Source: an optimization exercise on an open RTL-to-GDS flow (aim: small area and a short achievable clock period). Production flows keep margins and buffers that such runs may drop. Function was checked by simulation only, so behaviour that the tests miss may differ from the original.

==> flow/design.v <==
`timescale 1ns/100ps
package alu_flags_pkg;
    typedef struct packed {
        logic cy;    
        logic p;     
        logic ac;    
        logic z;
        logic s;
        logic v;     
    } alu_flags_t;
    typedef struct packed {
        logic                   valid;   
        logic [32-1:0] res;
        alu_flags_t             flags;   
        alu_flags_t             mask;    
        logic                   psz;     
    } alu_unit_out_t;
endpackage
`timescale 1ns/100ps
package alu_op_pkg;
    typedef enum logic [4:0] {
        ALU_OP_ADD   = 5'd0,
        ALU_OP_ADDC  = 5'd1,
        ALU_OP_INC   = 5'd2,
        ALU_OP_SUB   = 5'd3,
        ALU_OP_SUBC  = 5'd4,
        ALU_OP_CMP   = 5'd5,
        ALU_OP_DEC   = 5'd6,
        ALU_OP_NEG   = 5'd7,
        ALU_OP_AND   = 5'd8,
        ALU_OP_OR    = 5'd9,
        ALU_OP_XOR   = 5'd10,
        ALU_OP_NOT   = 5'd11,
        ALU_OP_SET1  = 5'd12,
        ALU_OP_CLR1  = 5'd13,
        ALU_OP_NOT1  = 5'd14,
        ALU_OP_TEST1 = 5'd15,
        ALU_OP_ROL   = 5'd16,
        ALU_OP_ROLC  = 5'd17,
        ALU_OP_ROR   = 5'd18,
        ALU_OP_RORC  = 5'd19,
        ALU_OP_SHL   = 5'd20,
        ALU_OP_SHR   = 5'd21,
        ALU_OP_SHRA  = 5'd22,
        ALU_OP_MULU  = 5'd23,
        ALU_OP_MUL   = 5'd24
    } alu_op_e;
    typedef struct packed {
        alu_op_e                  op;
        logic [16-1:0]   ta;
        logic [16-1:0]   tb;
        logic                     wide;      
        struct packed {
            logic cy;
            logic p;
            logic ac;
            logic z;
            logic s;
            logic v;
        }                         flags_in;
    } alu_req_t;
endpackage
`timescale 1ns/100ps
module alu_arith (
    input  alu_op_pkg::alu_req_t          req,
    output alu_flags_pkg::alu_unit_out_t  unit_out
);
    logic                   hit;
    logic                   is_sub;
    logic                   keep_cy;    
    logic                   carry_in;
    logic [16-1:0] a_op;
    logic [16-1:0] b_op;
    logic [16-1:0] a_m;
    logic [16-1:0] b_m;
    logic [16:0]   sum;
    logic [4:0]             nib;
    logic                   top_a;
    logic                   top_b;
    logic                   top_r;
    logic                   ovf;
    always_comb begin
        hit      = 1'b1;
        is_sub   = 1'b0;
        keep_cy  = 1'b0;
        carry_in = 1'b0;
        a_op     = req.ta;
        b_op     = req.tb;
        case (req.op)
            alu_op_pkg::ALU_OP_ADD: ;
            alu_op_pkg::ALU_OP_ADDC: carry_in = req.flags_in.cy;
            alu_op_pkg::ALU_OP_INC: begin
                b_op    = 16'd1;
                keep_cy = 1'b1;
            end
            alu_op_pkg::ALU_OP_SUB, alu_op_pkg::ALU_OP_CMP: is_sub = 1'b1;
            alu_op_pkg::ALU_OP_SUBC: begin
                is_sub   = 1'b1;
                carry_in = req.flags_in.cy;      
            end
            alu_op_pkg::ALU_OP_DEC: begin
                is_sub  = 1'b1;
                b_op    = 16'd1;
                keep_cy = 1'b1;
            end
            alu_op_pkg::ALU_OP_NEG: begin
                is_sub = 1'b1;
                a_op   = '0;
                b_op   = req.ta;
            end
            default: hit = 1'b0;
        endcase
    end
    assign a_m = req.wide ? a_op : {8'd0, a_op[8-1:0]};
    assign b_m = req.wide ? b_op : {8'd0, b_op[8-1:0]};
    assign sum = is_sub ? ({1'b0, a_m} - {1'b0, b_m} - {16'd0, carry_in})
                        : ({1'b0, a_m} + {1'b0, b_m} + {16'd0, carry_in});
    assign nib = is_sub ? ({1'b0, a_m[3:0]} - {1'b0, b_m[3:0]} - {4'd0, carry_in})
                        : ({1'b0, a_m[3:0]} + {1'b0, b_m[3:0]} + {4'd0, carry_in});
    assign top_a = req.wide ? a_op[15] : a_op[7];
    assign top_b = req.wide ? b_op[15] : b_op[7];
    assign top_r = req.wide ? sum[15] : sum[7];
    assign ovf   = is_sub ? ((top_a ^ top_b) & (top_a ^ top_r))
                          : ((top_a ^ top_r) & (top_b ^ top_r));
    always_comb begin
        unit_out          = '0;
        unit_out.valid    = hit;
        unit_out.res      = {16'd0, sum[16-1:0]};
        unit_out.flags.cy = req.wide ? sum[16] : sum[8];
        unit_out.flags.ac = nib[4];
        unit_out.flags.v  = ovf;
        unit_out.mask.cy  = ~keep_cy;
        unit_out.mask.ac  = 1'b1;
        unit_out.mask.v   = 1'b1;
        unit_out.psz      = 1'b1;
    end
endmodule
`timescale 1ns/100ps
module alu_logic (
    input  alu_op_pkg::alu_req_t          req,
    output alu_flags_pkg::alu_unit_out_t  unit_out
);
    logic [4-1:0] bit_idx;
    logic [16-1:0]    bit_mask;
    assign bit_idx  = req.wide ? req.tb[4-1:0] : {1'b0, req.tb[2:0]};
    assign bit_mask = 16'd1 << bit_idx;
    always_comb begin
        unit_out       = '0;
        unit_out.valid = 1'b1;
        case (req.op)
            alu_op_pkg::ALU_OP_AND, alu_op_pkg::ALU_OP_OR, alu_op_pkg::ALU_OP_XOR: begin
                if (req.op == alu_op_pkg::ALU_OP_AND)
                    unit_out.res[15:0] = req.ta & req.tb;
                else if (req.op == alu_op_pkg::ALU_OP_OR)
                    unit_out.res[15:0] = req.ta | req.tb;
                else
                    unit_out.res[15:0] = req.ta ^ req.tb;
                unit_out.mask.cy = 1'b1;     
                unit_out.mask.ac = 1'b1;
                unit_out.mask.v  = 1'b1;
                unit_out.psz     = 1'b1;
            end
            alu_op_pkg::ALU_OP_NOT:  unit_out.res[15:0] = ~req.ta;
            alu_op_pkg::ALU_OP_SET1: unit_out.res[15:0] = req.ta | bit_mask;
            alu_op_pkg::ALU_OP_CLR1: unit_out.res[15:0] = req.ta & ~bit_mask;
            alu_op_pkg::ALU_OP_NOT1: unit_out.res[15:0] = req.ta ^ bit_mask;
            alu_op_pkg::ALU_OP_TEST1: begin
                unit_out.res[15:0] = req.ta & bit_mask;
                unit_out.flags.z   = ~|(req.ta & bit_mask);
                unit_out.mask.z    = 1'b1;
                unit_out.mask.cy   = 1'b1;
                unit_out.mask.v    = 1'b1;
            end
            default: unit_out.valid = 1'b0;
        endcase
    end
endmodule
`timescale 1ns/100ps
module alu_shift (
    input  alu_op_pkg::alu_req_t          req,
    output alu_flags_pkg::alu_unit_out_t  unit_out
);
    logic [5-1:0]    cnt;
    logic [5-1:0]    rc_w;       
    logic [5-1:0]    rc_b;       
    logic [16-1:0]   ta_m;
    logic [16-1:0]   ta_s;
    logic [2*16-1:0] dbl_w;
    logic [2*8-1:0] dbl_b;
    logic [2*16+1:0] rc34;
    logic [2*8+1:0] rc18;
    logic [16:0]     t17;
    logic [16-1:0]   res;
    logic                     cy;
    logic                     v_zero;
    logic                     is_shift;
    logic                     top_a;
    logic                     top_r;
    assign cnt  = req.tb[5-1:0];
    assign rc_w = cnt % 5'd17;
    assign rc_b = cnt % 5'd9;
    assign ta_m = req.wide ? req.ta : {8'd0, req.ta[7:0]};
    assign ta_s = req.wide ? req.ta : {{8{req.ta[7]}}, req.ta[7:0]};
    always_comb begin
        dbl_w          = '0;
        dbl_b          = '0;
        rc34           = '0;
        rc18           = '0;
        t17            = '0;
        res            = '0;
        cy             = req.flags_in.cy;
        v_zero         = 1'b0;
        is_shift       = 1'b0;
        unit_out       = '0;
        unit_out.valid = 1'b1;
        case (req.op)
            alu_op_pkg::ALU_OP_ROL, alu_op_pkg::ALU_OP_ROR: begin
                if (req.op == alu_op_pkg::ALU_OP_ROL) begin
                    dbl_w = {req.ta, req.ta} << cnt[3:0];
                    dbl_b = {req.ta[7:0], req.ta[7:0]} << cnt[2:0];
                    res   = req.wide ? dbl_w[31:16] : {8'd0, dbl_b[15:8]};
                    cy    = res[0];      
                end else begin
                    dbl_w = {req.ta, req.ta} >> cnt[3:0];
                    dbl_b = {req.ta[7:0], req.ta[7:0]} >> cnt[2:0];
                    res   = req.wide ? dbl_w[15:0] : {8'd0, dbl_b[7:0]};
                    cy    = req.wide ? res[15] : res[7];
                end
            end
            alu_op_pkg::ALU_OP_ROLC, alu_op_pkg::ALU_OP_RORC: begin
                rc34 = {req.flags_in.cy, req.ta, req.flags_in.cy, req.ta};
                rc18 = {req.flags_in.cy, req.ta[7:0], req.flags_in.cy, req.ta[7:0]};
                if (req.op == alu_op_pkg::ALU_OP_ROLC) begin
                    rc34 = rc34 << rc_w;
                    rc18 = rc18 << rc_b;
                    rc34[16:0] = rc34[33:17];
                    rc18[8:0]  = rc18[17:9];
                end else begin
                    rc34 = rc34 >> rc_w;
                    rc18 = rc18 >> rc_b;
                end
                res = req.wide ? rc34[15:0] : {8'd0, rc18[7:0]};
                cy  = req.wide ? rc34[16] : rc18[8];
            end
            alu_op_pkg::ALU_OP_SHL: begin
                t17      = {1'b0, ta_m} << cnt;
                res      = t17[15:0];
                cy       = req.wide ? t17[16] : t17[8];
                is_shift = 1'b1;
            end
            alu_op_pkg::ALU_OP_SHR: begin
                t17      = {ta_m, 1'b0} >> cnt;
                res      = t17[16:1];
                cy       = t17[0];
                is_shift = 1'b1;
            end
            alu_op_pkg::ALU_OP_SHRA: begin
                t17      = $signed({ta_s, 1'b0}) >>> cnt;
                res      = t17[16:1];
                cy       = t17[0];
                v_zero   = 1'b1;
                is_shift = 1'b1;
            end
            default: unit_out.valid = 1'b0;
        endcase
        top_a = req.wide ? req.ta[15] : req.ta[7];
        top_r = req.wide ? res[15] : res[7];
        unit_out.res      = {16'd0, res};
        unit_out.flags.cy = cy;
        unit_out.flags.v  = ~v_zero & (top_a ^ top_r);
        unit_out.mask.cy  = cnt != '0;      
        unit_out.mask.v   = 1'b1;
        unit_out.psz      = is_shift;
    end
endmodule
`timescale 1ns/100ps
module alu_mul (
    input  alu_op_pkg::alu_req_t          req,
    output alu_flags_pkg::alu_unit_out_t  unit_out
);
    logic        [32-1:0]   uprod_w;
    logic        [2*8-1:0] uprod_b;
    logic signed [32-1:0]   sprod_w;
    logic signed [2*8-1:0] sprod_b;
    logic                            ovf;
    assign uprod_w = req.ta * req.tb;
    assign uprod_b = req.ta[7:0] * req.tb[7:0];
    assign sprod_w = $signed(req.ta) * $signed(req.tb);
    assign sprod_b = $signed(req.ta[7:0]) * $signed(req.tb[7:0]);
    always_comb begin
        unit_out       = '0;
        unit_out.valid = 1'b1;
        ovf            = 1'b0;
        case (req.op)
            alu_op_pkg::ALU_OP_MULU: begin
                unit_out.res = req.wide ? uprod_w : {16'd0, uprod_b};
                ovf = req.wide ? |uprod_w[31:16] : |uprod_b[15:8];
            end
            alu_op_pkg::ALU_OP_MUL: begin
                unit_out.res = req.wide ? sprod_w : {16'd0, sprod_b};
                ovf = req.wide ? (sprod_w[31:16] != {16{sprod_w[15]}})
                               : (sprod_b[15:8] != {8{sprod_b[7]}});
            end
            default: unit_out.valid = 1'b0;
        endcase
        unit_out.flags.cy = ovf;
        unit_out.flags.v  = ovf;
        unit_out.mask.cy  = 1'b1;
        unit_out.mask.v   = 1'b1;
    end
endmodule
`timescale 1ns/100ps
module alu_result_reg (
    input  logic                         clk,
    input  logic                         reset,
    input  logic                         ce,
    input  logic                         execute,
    input  logic                         wide,
    input  alu_flags_pkg::alu_flags_t    flags_in,
    input  alu_flags_pkg::alu_unit_out_t arith_out,
    input  alu_flags_pkg::alu_unit_out_t logic_out,
    input  alu_flags_pkg::alu_unit_out_t shift_out,
    input  alu_flags_pkg::alu_unit_out_t mul_out,
    output logic [32-1:0]       result,
    output alu_flags_pkg::alu_flags_t    flags,
    output logic                         done
);
    alu_flags_pkg::alu_unit_out_t sel;
    alu_flags_pkg::alu_flags_t    next_flags;
    logic [32-1:0]       next_result;
    logic                         hit;
    logic                         accept;
    always_comb begin
        if (arith_out.valid)
            sel = arith_out;
        else if (logic_out.valid)
            sel = logic_out;
        else if (shift_out.valid)
            sel = shift_out;
        else
            sel = mul_out;
    end
    assign hit    = arith_out.valid | logic_out.valid | shift_out.valid | mul_out.valid;
    assign accept = ce & execute & hit;
    always_comb begin
        if (mul_out.valid)
            next_result = sel.res;           
        else if (wide)
            next_result = {16'd0, sel.res[16-1:0]};
        else
            next_result = {24'd0, sel.res[8-1:0]};
        next_flags = (flags_in & ~sel.mask) | (sel.flags & sel.mask);
        if (sel.psz) begin
            next_flags.p = ~^next_result[7:0];   
            next_flags.s = wide ? next_result[15] : next_result[7];
            next_flags.z = wide ? (next_result[15:0] == '0) : (next_result[7:0] == '0);
        end
    end
    always_ff @(posedge clk) begin
        if (reset) begin
            result <= '0;
            flags  <= '0;
            done   <= 1'b0;
        end else begin
            done <= accept;      
            if (accept) begin
                result <= next_result;
                flags  <= next_flags;
            end
        end
    end
endmodule
`timescale 1ns/100ps
module alu_top (
    input  logic                      clk,
    input  logic                      reset,
    input  logic                      ce,
    input  logic                      execute,
    input  logic [4:0]                operation,
    input  logic [16-1:0]    ta,
    input  logic [16-1:0]    tb,
    input  logic                      wide,
    input  logic [5:0]                flags_in,
    output logic [32-1:0]    result,
    output logic [5:0]                flags,
    output logic                      done
);
    alu_op_pkg::alu_req_t         req;
    alu_flags_pkg::alu_unit_out_t arith_out;
    alu_flags_pkg::alu_unit_out_t logic_out;
    alu_flags_pkg::alu_unit_out_t shift_out;
    alu_flags_pkg::alu_unit_out_t mul_out;
    always_comb begin
        req.op       = alu_op_pkg::alu_op_e'(operation);
        req.ta       = ta;
        req.tb       = tb;
        req.wide     = wide;
        req.flags_in = flags_in;
    end
    alu_arith u_arith (.req(req), .unit_out(arith_out));
    alu_logic u_logic (.req(req), .unit_out(logic_out));
    alu_shift u_shift (.req(req), .unit_out(shift_out));
    alu_mul   u_mul   (.req(req), .unit_out(mul_out));
    alu_result_reg u_result_reg (
        .clk       (clk),
        .reset     (reset),
        .ce        (ce),
        .execute   (execute),
        .wide      (wide),
        .flags_in  (flags_in),
        .arith_out (arith_out),
        .logic_out (logic_out),
        .shift_out (shift_out),
        .mul_out   (mul_out),
        .result    (result),
        .flags     (flags),
        .done      (done)
    );
endmodule
==> flow/run.sh <==
#!/bin/bash
# synth_recipe.tcl (not shown) runs the flow's synth.tcl, then flattens the netlist and writes it again
# the make line also repeats each setting of config.mk as NAME=value (left out here)
make -C /OpenROAD-flow-scripts/flow DESIGN_CONFIG=/design/flow/config.mk WORK_HOME=/design/flow/orfs CLKGATE_MAP_FILE= SYNTH_SCRIPT=/design/flow/synth_recipe.tcl finish
==> flow/config.mk <==
export PLATFORM = sky130hd
export DESIGN_NAME = alu_top
export DESIGN_NICKNAME = alu_top
export VERILOG_FILES = /design/flow/design.v
export SDC_FILE = /design/flow/constraint.sdc
export NUM_CORES = 4
export LEC_CHECK = 0
export CAP_MARGIN = 20
export CORE_MARGIN = 2
export CORE_UTILIZATION = 40
export SLEW_MARGIN = 20
==> flow/constraint.sdc <==
create_clock -name core_clock -period 11.0 [get_ports {clk}]
set_input_delay 2.2000 -clock core_clock [delete_from_list [all_inputs] [get_ports {clk}]]
set_output_delay 2.2000 -clock core_clock [all_outputs]
set_load 0.01 [all_outputs]
==> results_dict.tcl <==
set metrics [dict create \
    run_status "complete, no violations" \
    clock_path_buffers 2 \
    critPathMaxFanout 7 \
    post-synth-top-area-cell "fa_1" \
    met3WireLength_um 15340 \
    first_iter_violations 3746 \
    post_cts.repair.setup_buffers 0 \
    gp_congestion 1.047 \
    worst_hold_path.endpoint "u_result_reg.result[10]" \
    clkSinkCount 39 \
    hp-class "register to register" \
    synth-seq-area-share_pct 2.290 \
    track_usage_pct 33.18 \
    m1WireLength_um 56540 \
    tightestPinTransition_ns 1.178 \
    drt_wl_total_um 145600 \
    wire_per_inst_um 25.92 \
    worst_ep_arrival_time_ns 10.74 \
    synth_top_cells_by_area "fa_1 (27%), ha_1 (13%), inv_1 (8.0%), nand2_1 (4.7%), nor2_1 (4.7%)" \
    report.final.slew_viol_count 0 \
    dieArea_um2 87570 \
    ios 87 \
    yosys_warnings 6 \
    route.detailed.drc 0 \
    post-dp-hpwl_um 119100 \
    r2r-start "u_result_reg.flags[2]" \
    fin_worst_skew_ns 0 \
    antenna_found_initial 6 \
    post_synth_top_area_share_pct 26.72 \
    h-tree-depth 2 \
    final_period_minus_worst_setup_slack_ns 10.56 \
    timing.final.setup_violations 0 \
    cts_root_buffer "clkbuf_16" \
    area_inside_the_core_boundary_um2 84750 \
    regToRegSetupSlack_ns 9.93 \
    global_route.overflow_total 0 \
    tritoncts.num_buffers 5 \
    worst_setup_hold_path_clk_slew_ns 0.07 \
    fin_hold_ws_ns 0.4594 \
    rr_worst_depth 5 \
    synth_async_sr_flop_share_pct 0 \
    worstSetupEndpointType "register" \
    final.period_utilization_pct 95.98 \
    netlist_instances 4461 \
    mappedNetlistArea_um2 34090 \
    routed-via-count 34118 \
    achievable-frequency_mhz 94.72 \
    met2_wirelength_um 62700 \
    top_flip_flop_cell_by_instance_count_after_synthesis "dfxtp_1" \
    highest_routing_layer_actually_used "met5" \
    rows 107 \
    drv.max_cap_violation_count 0 \
    grt_max_degree 83 \
    antenna_violating_nets_post_route 0 \
    layout_cell_share_with_drive_strength_beyond_1_pct 6.798 \
    rsz_0062_raised_after_global_routing "false" \
    crit_type "input port to register" \
    synth.top_cells.by_count "inv_1 (723), fa_1 (455), nand2_1 (427), nor2_1 (426), ha_1 (349)" \
    first_pass_iters 8 \
    worst_slew_margin_rel_pct 20.44 \
    nNetsFinal 5323 \
    totalNegativeSetupSlack_ns 0 \
    tritoncts "done" \
    synth_fp_nets 5313 \
    n_fill_cell 8730 \
    die-width_um 295.9 \
    post_cts_resized 0 \
    initial_utilization_pct 40.23 \
    worst_reg2reg_endpoint "u_result_reg.flags[2]" \
    hold_depth 2 \
    ys_seq_elements 39 \
    post_drt_via_cell_ratio 6.071 \
    area_delta_synth_final_pct 8.207 \
    placed_area_um2 36700 \
    clock_latency_ns 0.33 \
    grt_pass1_vias 33736 \
    yosysMostFrequentCell "inv_1" \
    io_buffer_count 86 \
    fp.dieH_um 295.9 \
    cts_hold_buf 0 \
    grt_first_pass_wirelength_um 217500 \
    min-delay-start "u_result_reg.result[10]" \
    final-hold-violation-count 0 \
    setup.worst_path.start_class "input port" \
    postLayoutCellArea_um2 36890 \
    mapped_avg_cell_area_um2 7.642 \
    synth_enable_flop_cells 0 \
    synth_cell_type_count 103 \
    worst_ep_required_time_ns 11.18 \
]
==> cell families (layout without fill, tap and decap cells) <==
| group | Yosys count | after routing | synth area share [%] |
|---|---|---|---|
| buffers and inverters | 996 | 1007 | 11.32 |
| muxes | 179 | 179 | 6.086 |
| and+or+nand+nor | 1225 | 1225 | 15.93 |
| AOI/OAI and AO/OA | 1103 | 1103 | 21.89 |
| adders and majority gates | 804 | 804 | 39.53 |
| DFF | 39 | 39 | 2.290 |
| other | 0 | 4 | 0 |
| xor gates and xnor gates | 115 | 115 | 2.955 |
==> registers in the layout (all words and copies together), names as in the netlist <==
register	cells
u_result_reg.result	32
u_result_reg.done	1
u_result_reg.flags	6
==> per-stage QoR <==
stage | util, % | std cells | setup WS (ns)
after global routing | 43.52 | 5617 | 0.01102
after CTS | 43.51 | 5616 | 0.5133
after global placement | 43.29 | 5608 | 0.2138
after detailed placement | 43.31 | 5608 | 0.2302
final | 43.53 | 5620 | 0.4421
after floorplan | - | 4461 | 0.6751
==> how the worst max path moves through the flow <==
stage	startpoint	to	slack [ns]	cells after the start
2_1_floorplan	tb[4]	u_result_reg.flags[5]	0.68	30
3_3_place_gp	ta[5]	u_result_reg.flags[5]	0.21	29
3_5_place_dp	tb[10]	u_result_reg.flags[5]	0.23	28
4_1_cts	tb[10]	u_result_reg.flags[5]	0.51	28
5_1_grt	ta[4]	u_result_reg.flags[5]	0.01	28
6_report	ta[10]	u_result_reg.flags[5]	0.44	28
==> cell type report <==
cell class,instances,area [um2],area share [%]
clock inverters,3,43.79,0.1187
multi-input cells,3426,29530,80.07
repair buffers,259,2185,5.922
flip-flops and latches,39,780.7,2.117
inverters,740,2778,7.530
clock buffers,5,125.1,0.3392
well taps,1144,1431,3.880
diodes,4,10.01,0.02714
==> worst max-delay path: stages <==
cell             delay, ns
clkdlybuf4s50_1       0.67
clkinv_1              0.42
nor2_1                0.26
fa_1                  0.49
inv_1                 0.09
fa_1                  0.44
fa_1                  0.55
inv_1                 0.06
fa_1                  0.54
fa_1                  0.57
inv_1                 0.07
fa_1                  0.52
inv_1                 0.06
ha_1                  0.38
a21oi_1               0.20
o211ai_1              0.20
a21oi_1               0.24
nor3b_1               0.35
a21o_1                0.23
xnor2_1               0.10
or3_1                 0.30
or4_1                 0.47
a2111oi_1             0.39
buf_4                 0.18
o22ai_1               0.16
buf_4                 0.24
a221oi_1              0.26
nor4_1                0.07
==> cells in the final DEF, fill, tap and decap left out, drive strengths merged, types with 18 or more instances in the layout <==
cell type,count
a211o,20
nor2b,19
a22oi,41
nor2,427
o21bai,22
mux4,19
o21ai,198
dfxtp,39
and3,23
nor3,88
nand3,70
o21a,24
o211ai,59
xor2,30
mux2,36
clkinv,18
inv,724
fa,455
a2111oi,20
a21o,45
or3,22
o22ai,89
a31oi,33
clkdlybuf4s50,76
nand4,26
nand2,428
mux2i,124
buf,183
a21oi,244
ha,349
nor4,29
xnor2,85
nand2b,34
a211oi,90
a221oi,36
==> layer usage <==
layer | track usage (%) | up-vias
li1 | - | 15246
met2 | 50.53 | 1865
met5 | 0 | -
met1 | 42.14 | 16529
met3 | 8.072 | 474
met4 | 20.94 | 4

==> static timing again, ports no longer ideal <==
Ports are ideal in the flow. The routed layout listed here was re-timed in OpenROAD. Step 1: set_driving_cell puts a clkbuf_16 on clk and a buf_2 on each other input, an assumption about the parent block. Step 2 times the ports against the registers' clock, not the clock port: input delays grow and output delays shrink by t, the midpoint of the rising clock arrivals with the driver on. Slacks: ideal / step 1 / step 2; pairs: ideal / step 1.
t (ns): 0.379
setup WS [ns]: 0.442 / 0.349 / -0.029
worst slew at a driven data input, ns: 0.17
cell pins on the clock port's net: 1
Met with ideal ports but missed after step 2: setup timing in this run. For this run, drivers alone change the setup slack by -0.093 ns; drivers and shift together by -0.471 ns.
